Background: an optimization exercise with open tools, aiming at small area, a short achievable clock period and few clock cycles per item. Do not read the settings as production practice. Only simulation tests tie the RTL to the original design; equivalence was not proved.

==> inputs of build 44 <==
Design fir_seq_mac, start of the top module:
module fir_seq_mac (
  input  logic        clk,
  input  logic        reset,
  input  logic        in_valid,
  output logic        in_ready,
  input  logic [15:0] data_in,
  input  logic        coef_we,
  input  logic [3:0]  coef_addr,
  input  logic [15:0] coef_data,
  output logic        out_valid,
  input  logic        out_ready,
  output logic [15:0] data_out,
  output logic        busy
);
Settings: LEC_CHECK=0, CAP_MARGIN=20, CORE_MARGIN=2, CORE_UTILIZATION=40, SLEW_MARGIN=20; clock period 12.0 ns.
standard.sh (not shown) runs the stock make flow with config.mk's settings and CLKGATE_MAP_FILE= SYNTH_SCRIPT=/design/flow/synth_recipe.tcl, a recipe that flattens the netlist after the stock synthesis.
==> flow/flow/run.sh <==
#!/bin/bash
set -euo pipefail
read -r MARGIN MARGIN_LATE < flow/margin.txt
PORTS="BUFFER_PORTS_ARGS=-buffer_cell sky130_fd_sc_hd__buf_4"
# ABC's area script: its many inverters are taken out by polfix.py
bash standard.sh ABC_AREA=1 synth > synth.log 2>&1
NL=orfs/results/${FLOW_PLATFORM}/fir_seq_mac/base/1_2_yosys.v
cp "$NL" 1_2_yosys.orig.v
python3 flow/polfix.py flow/comp.json 1_2_yosys.orig.v 1_2_yosys.fixed.v > polfix.log 2>&1
cp 1_2_yosys.fixed.v "$NL"
bash standard.sh SETUP_SLACK_MARGIN="$MARGIN" "$PORTS" cts > layout_cts.log 2>&1
bash standard.sh SETUP_SLACK_MARGIN="$MARGIN_LATE" "$PORTS" finish > layout_finish.log 2>&1
test -s out/final.def
==> flow/flow/margin.txt <==
8.3 7.9
Other scripts of this flow, unchanged in this note and not shown: flow/flow/comp.json, flow/flow/polfix.py
==> inputs of build 69, as changes to build 44 <==
--- a/flow/design.v
+++ b/flow/design.v
@@ -10,15 +10,15 @@
   output logic        out_valid,
   input  logic        out_ready,
   output logic [15:0] data_out,
   output logic        busy
 );
   localparam int TAPS = 13;
   localparam int NST  = 2;    
-  localparam int NQ   = 5;    
+  localparam int NQ   = 4;    
   logic [15:0] x_q    [TAPS];    
   logic [7:0]  bo_q [TAPS], bt_q [TAPS], bn_q [TAPS];
   logic [7:0]  wbo, wbt, wbn;
   logic [15:0] x0;
   logic [7:0]  bo0, bt0, bn0;
   logic [15:0] x1;
   logic [7:0]  bo1, bt1, bn1;
@@ -54,18 +54,18 @@
   logic [NST:1]  v_q, v_d;
   logic [NQ-1:0] vq_q, vq_d, vq_up;
   logic [15:0]   e_q [NQ];         
   logic          accept, pop, push, cap, pend_d;
   function automatic logic room(input logic [NQ-1:0] vq, input logic [NST:1] v);
     logic r;
     r = 1'b0;
-    if (v == 2'd0 && !vq[4]) r = 1'b1;
-    if (v == 2'd1 && !vq[3]) r = 1'b1;
-    if (v == 2'd2 && !vq[3]) r = 1'b1;
-    if (v == 2'd3 && !vq[2]) r = 1'b1;
+    if (v == 2'd0 && !vq[3]) r = 1'b1;
+    if (v == 2'd1 && !vq[2]) r = 1'b1;
+    if (v == 2'd2 && !vq[2]) r = 1'b1;
+    if (v == 2'd3 && !vq[1]) r = 1'b1;
     room = r;
   endfunction
   assign vqi    = {vq_q[NQ-1:1], !nov_q};
   assign accept = in_valid && !nrdy_q;
   assign pop    = out_ready && !nov_q;
   assign push   = v_q[NST];
   assign cap    = room(vqi, v_q);
@@ -83,28 +83,28 @@
     if (!reset) begin
       nrdy_q <= 1'b1;
       nov_q  <= 1'b1;
       pend_q <= 1'b0;
       v_q    <= '0;
       vq_q   <= '0;
     end else begin
-      nrdy_q <= !room(vq_up, v_d);
+      nrdy_q <= !(!pend_d || room(vq_d, v_d));
       nov_q  <= !vq_d[0];
       pend_q <= pend_d;
       v_q    <= v_d;
       vq_q   <= vq_d;
     end
   end
   always_ff @(posedge clk) begin
     if (!reset) begin
       rdy_q  <= 1'b0;
       ov_q   <= 1'b0;
       busy_q <= 1'b0;
     end else begin
-      rdy_q  <= room(vq_up, v_d);
+      rdy_q  <= !pend_d || room(vq_d, v_d);
       ov_q   <= vq_d[0];
       busy_q <= pend_d || (|v_d) || vq_d[0];
     end
   end
   always_ff @(posedge clk or negedge reset) begin
     if (!reset) begin
       for (int k = 0; k < TAPS; k++) begin
@@ -11053,29 +11053,26 @@
   assign rowb   = {fs1803, fs1802, fs1801, fs1800, fs1799, fs1798, fs1797, fs1796, fs1795, fs1794, fs1793, fs1792, fs1791, fs1790, fs1789, fs1788, fs1787, fs1786, fs1785, fs1784, fs1783, fs1782, fs1781, fs1780, fs1779, fs1778, fs1777, fs1776, fs1775, s2_q[4], s2_q[1]};
   assign sum    = rowa + rowb;
   assign result = sum[30:15];
   logic [NQ-1:0] wr;
   assign wr[0] = push && (pop ? (vqi[0] && !vqi[1]) : (!vqi[0]));
   assign wr[1] = push && (pop ? (vqi[1] && !vqi[2]) : (!vqi[1] && vqi[0]));
   assign wr[2] = push && (pop ? (vqi[2] && !vqi[3]) : (!vqi[2] && vqi[1]));
-  assign wr[3] = push && (pop ? (vqi[3] && !vqi[4]) : (!vqi[3] && vqi[2]));
-  assign wr[4] = push && (pop ? (vqi[4]) : (!vqi[4] && vqi[3]));
+  assign wr[3] = push && (pop ? (vqi[3]) : (!vqi[3] && vqi[2]));
   logic e0_new, e0_shift, e0_hold;
   assign e0_new   = wr[0];
   assign e0_shift = !wr[0] && pop;
   assign e0_hold  = !wr[0] && !pop;
   always_ff @(posedge clk)
     e_q[0] <= ({16{e0_new}} & result) | ({16{e0_shift}} & e_q[1]) | ({16{e0_hold}} & e_q[0]);
   always_ff @(posedge clk) begin
     if (wr[1]) e_q[1] <= result;
     else if (pop) e_q[1] <= e_q[2];
     if (wr[2]) e_q[2] <= result;
     else if (pop) e_q[2] <= e_q[3];
     if (wr[3]) e_q[3] <= result;
-    else if (pop) e_q[3] <= e_q[4];
-    if (wr[4]) e_q[4] <= result;
   end
   assign in_ready  = rdy_q;
   assign out_valid = ov_q;
   assign data_out  = e_q[0];
   assign busy      = busy_q;
 endmodule
==> flow/flow/margin.txt (replaced) <==
8.3 8.15
==> inputs of build 46, as changes to build 44 <==
--- a/flow/design.v
+++ b/flow/design.v
@@ -10,15 +10,15 @@
   output logic        out_valid,
   input  logic        out_ready,
   output logic [15:0] data_out,
   output logic        busy
 );
   localparam int TAPS = 13;
   localparam int NST  = 2;    
-  localparam int NQ   = 5;    
+  localparam int NQ   = 4;    
   logic [15:0] x_q    [TAPS];    
   logic [7:0]  bo_q [TAPS], bt_q [TAPS], bn_q [TAPS];
   logic [7:0]  wbo, wbt, wbn;
   logic [15:0] x0;
   logic [7:0]  bo0, bt0, bn0;
   logic [15:0] x1;
   logic [7:0]  bo1, bt1, bn1;
@@ -54,18 +54,18 @@
   logic [NST:1]  v_q, v_d;
   logic [NQ-1:0] vq_q, vq_d, vq_up;
   logic [15:0]   e_q [NQ];         
   logic          accept, pop, push, cap, pend_d;
   function automatic logic room(input logic [NQ-1:0] vq, input logic [NST:1] v);
     logic r;
     r = 1'b0;
-    if (v == 2'd0 && !vq[4]) r = 1'b1;
-    if (v == 2'd1 && !vq[3]) r = 1'b1;
-    if (v == 2'd2 && !vq[3]) r = 1'b1;
-    if (v == 2'd3 && !vq[2]) r = 1'b1;
+    if (v == 2'd0 && !vq[3]) r = 1'b1;
+    if (v == 2'd1 && !vq[2]) r = 1'b1;
+    if (v == 2'd2 && !vq[2]) r = 1'b1;
+    if (v == 2'd3 && !vq[1]) r = 1'b1;
     room = r;
   endfunction
   assign vqi    = {vq_q[NQ-1:1], !nov_q};
   assign accept = in_valid && !nrdy_q;
   assign pop    = out_ready && !nov_q;
   assign push   = v_q[NST];
   assign cap    = room(vqi, v_q);
@@ -83,28 +83,28 @@
     if (!reset) begin
       nrdy_q <= 1'b1;
       nov_q  <= 1'b1;
       pend_q <= 1'b0;
       v_q    <= '0;
       vq_q   <= '0;
     end else begin
-      nrdy_q <= !room(vq_up, v_d);
+      nrdy_q <= !(!pend_d || room(vq_d, v_d));
       nov_q  <= !vq_d[0];
       pend_q <= pend_d;
       v_q    <= v_d;
       vq_q   <= vq_d;
     end
   end
   always_ff @(posedge clk) begin
     if (!reset) begin
       rdy_q  <= 1'b0;
       ov_q   <= 1'b0;
       busy_q <= 1'b0;
     end else begin
-      rdy_q  <= room(vq_up, v_d);
+      rdy_q  <= !pend_d || room(vq_d, v_d);
       ov_q   <= vq_d[0];
       busy_q <= pend_d || (|v_d) || vq_d[0];
     end
   end
   always_ff @(posedge clk or negedge reset) begin
     if (!reset) begin
       for (int k = 0; k < TAPS; k++) begin
@@ -11053,29 +11053,26 @@
   assign rowb   = {fs1803, fs1802, fs1801, fs1800, fs1799, fs1798, fs1797, fs1796, fs1795, fs1794, fs1793, fs1792, fs1791, fs1790, fs1789, fs1788, fs1787, fs1786, fs1785, fs1784, fs1783, fs1782, fs1781, fs1780, fs1779, fs1778, fs1777, fs1776, fs1775, s2_q[4], s2_q[1]};
   assign sum    = rowa + rowb;
   assign result = sum[30:15];
   logic [NQ-1:0] wr;
   assign wr[0] = push && (pop ? (vqi[0] && !vqi[1]) : (!vqi[0]));
   assign wr[1] = push && (pop ? (vqi[1] && !vqi[2]) : (!vqi[1] && vqi[0]));
   assign wr[2] = push && (pop ? (vqi[2] && !vqi[3]) : (!vqi[2] && vqi[1]));
-  assign wr[3] = push && (pop ? (vqi[3] && !vqi[4]) : (!vqi[3] && vqi[2]));
-  assign wr[4] = push && (pop ? (vqi[4]) : (!vqi[4] && vqi[3]));
+  assign wr[3] = push && (pop ? (vqi[3]) : (!vqi[3] && vqi[2]));
   logic e0_new, e0_shift, e0_hold;
   assign e0_new   = wr[0];
   assign e0_shift = !wr[0] && pop;
   assign e0_hold  = !wr[0] && !pop;
   always_ff @(posedge clk)
     e_q[0] <= ({16{e0_new}} & result) | ({16{e0_shift}} & e_q[1]) | ({16{e0_hold}} & e_q[0]);
   always_ff @(posedge clk) begin
     if (wr[1]) e_q[1] <= result;
     else if (pop) e_q[1] <= e_q[2];
     if (wr[2]) e_q[2] <= result;
     else if (pop) e_q[2] <= e_q[3];
     if (wr[3]) e_q[3] <= result;
-    else if (pop) e_q[3] <= e_q[4];
-    if (wr[4]) e_q[4] <= result;
   end
   assign in_ready  = rdy_q;
   assign out_valid = ov_q;
   assign data_out  = e_q[0];
   assign busy      = busy_q;
 endmodule
==> comparison table <==
| item | build 44 | build 46 | build 69 |
|---|---|---|---|
| First-pass GRT wire length | 690 mm | 683 mm | 683 mm |
| Detailed-route via count | 76800 | 77000 | 76800 |
| Critical-path top delay cell | sky130_fd_sc_hd__o22ai_1 | sky130_fd_sc_hd__buf_12 | sky130_fd_sc_hd__and2_1 |
| Data required time at the worst endpoint | 12740 ps | 12760 ps | 12700 ps |
| Sequential Area | 0.0302 mm2 | 0.0297 mm2 | 0.0297 mm2 |
| Worst-path clk slew | 70 ps | 60 ps | 60 ps |
| Weighted congestion reported at the end of routability-driven placement | 1.10 | 1.11 | 1.11 |
| Vias in the first global route | 77700 | 78000 | 78000 |
| Hold_ws | 326 ps | 330 ps | 330 ps |
| Worst setup endpoint | s1_q[59] | x_q[0][9] | bt_q[0][5] |
| Outcome | timing/DRC/antenna clean | timing/DRC/antenna clean | timing/DRC/antenna clean |
Testbench counts of build 44, summed over its fixed seeds: cycles 992, items 960.
Testbench counts of build 69, summed over its fixed seeds: cycles 992, items 960.
Testbench counts of build 46, summed over its fixed seeds: cycles 992, items 960.

[re-timing with driven ports]
The flow's constraints put no driver on any port. The routed layouts listed below were extracted and timed again, unchanged, in two steps.
Step 1, drivers: a clkbuf_16 drives clk and a buf_2 each remaining input, both assumed.
Step 2, shift: input delay + t, output delay - t, t = (earliest + latest rising clock arrival at the registers) / 2. This alone moves slack from input paths to output paths.
Slacks: ideal / step 1 / step 2; pairs: ideal / step 1.
| run | t (ns) | setup slack, ns | worst setup path after step 2 | worst slew at a driven data input, ns |
|---|---|---|---|---|
| build 44 | 0.952 | 8.088 / 8.088 / 7.335 | input to register | 0.14 |
| build 69 | 0.966 | 8.153 / 8.126 / 7.215 | input to register | 0.22 |
| build 46 | 0.969 | 8.137 / 8.126 / 7.224 | input to register | 0.22 |
After both steps every run listed still meets setup and hold. The setup slack of build 69, which loses most, moves by -0.027 ns with the drivers and by -0.938 ns with both steps.
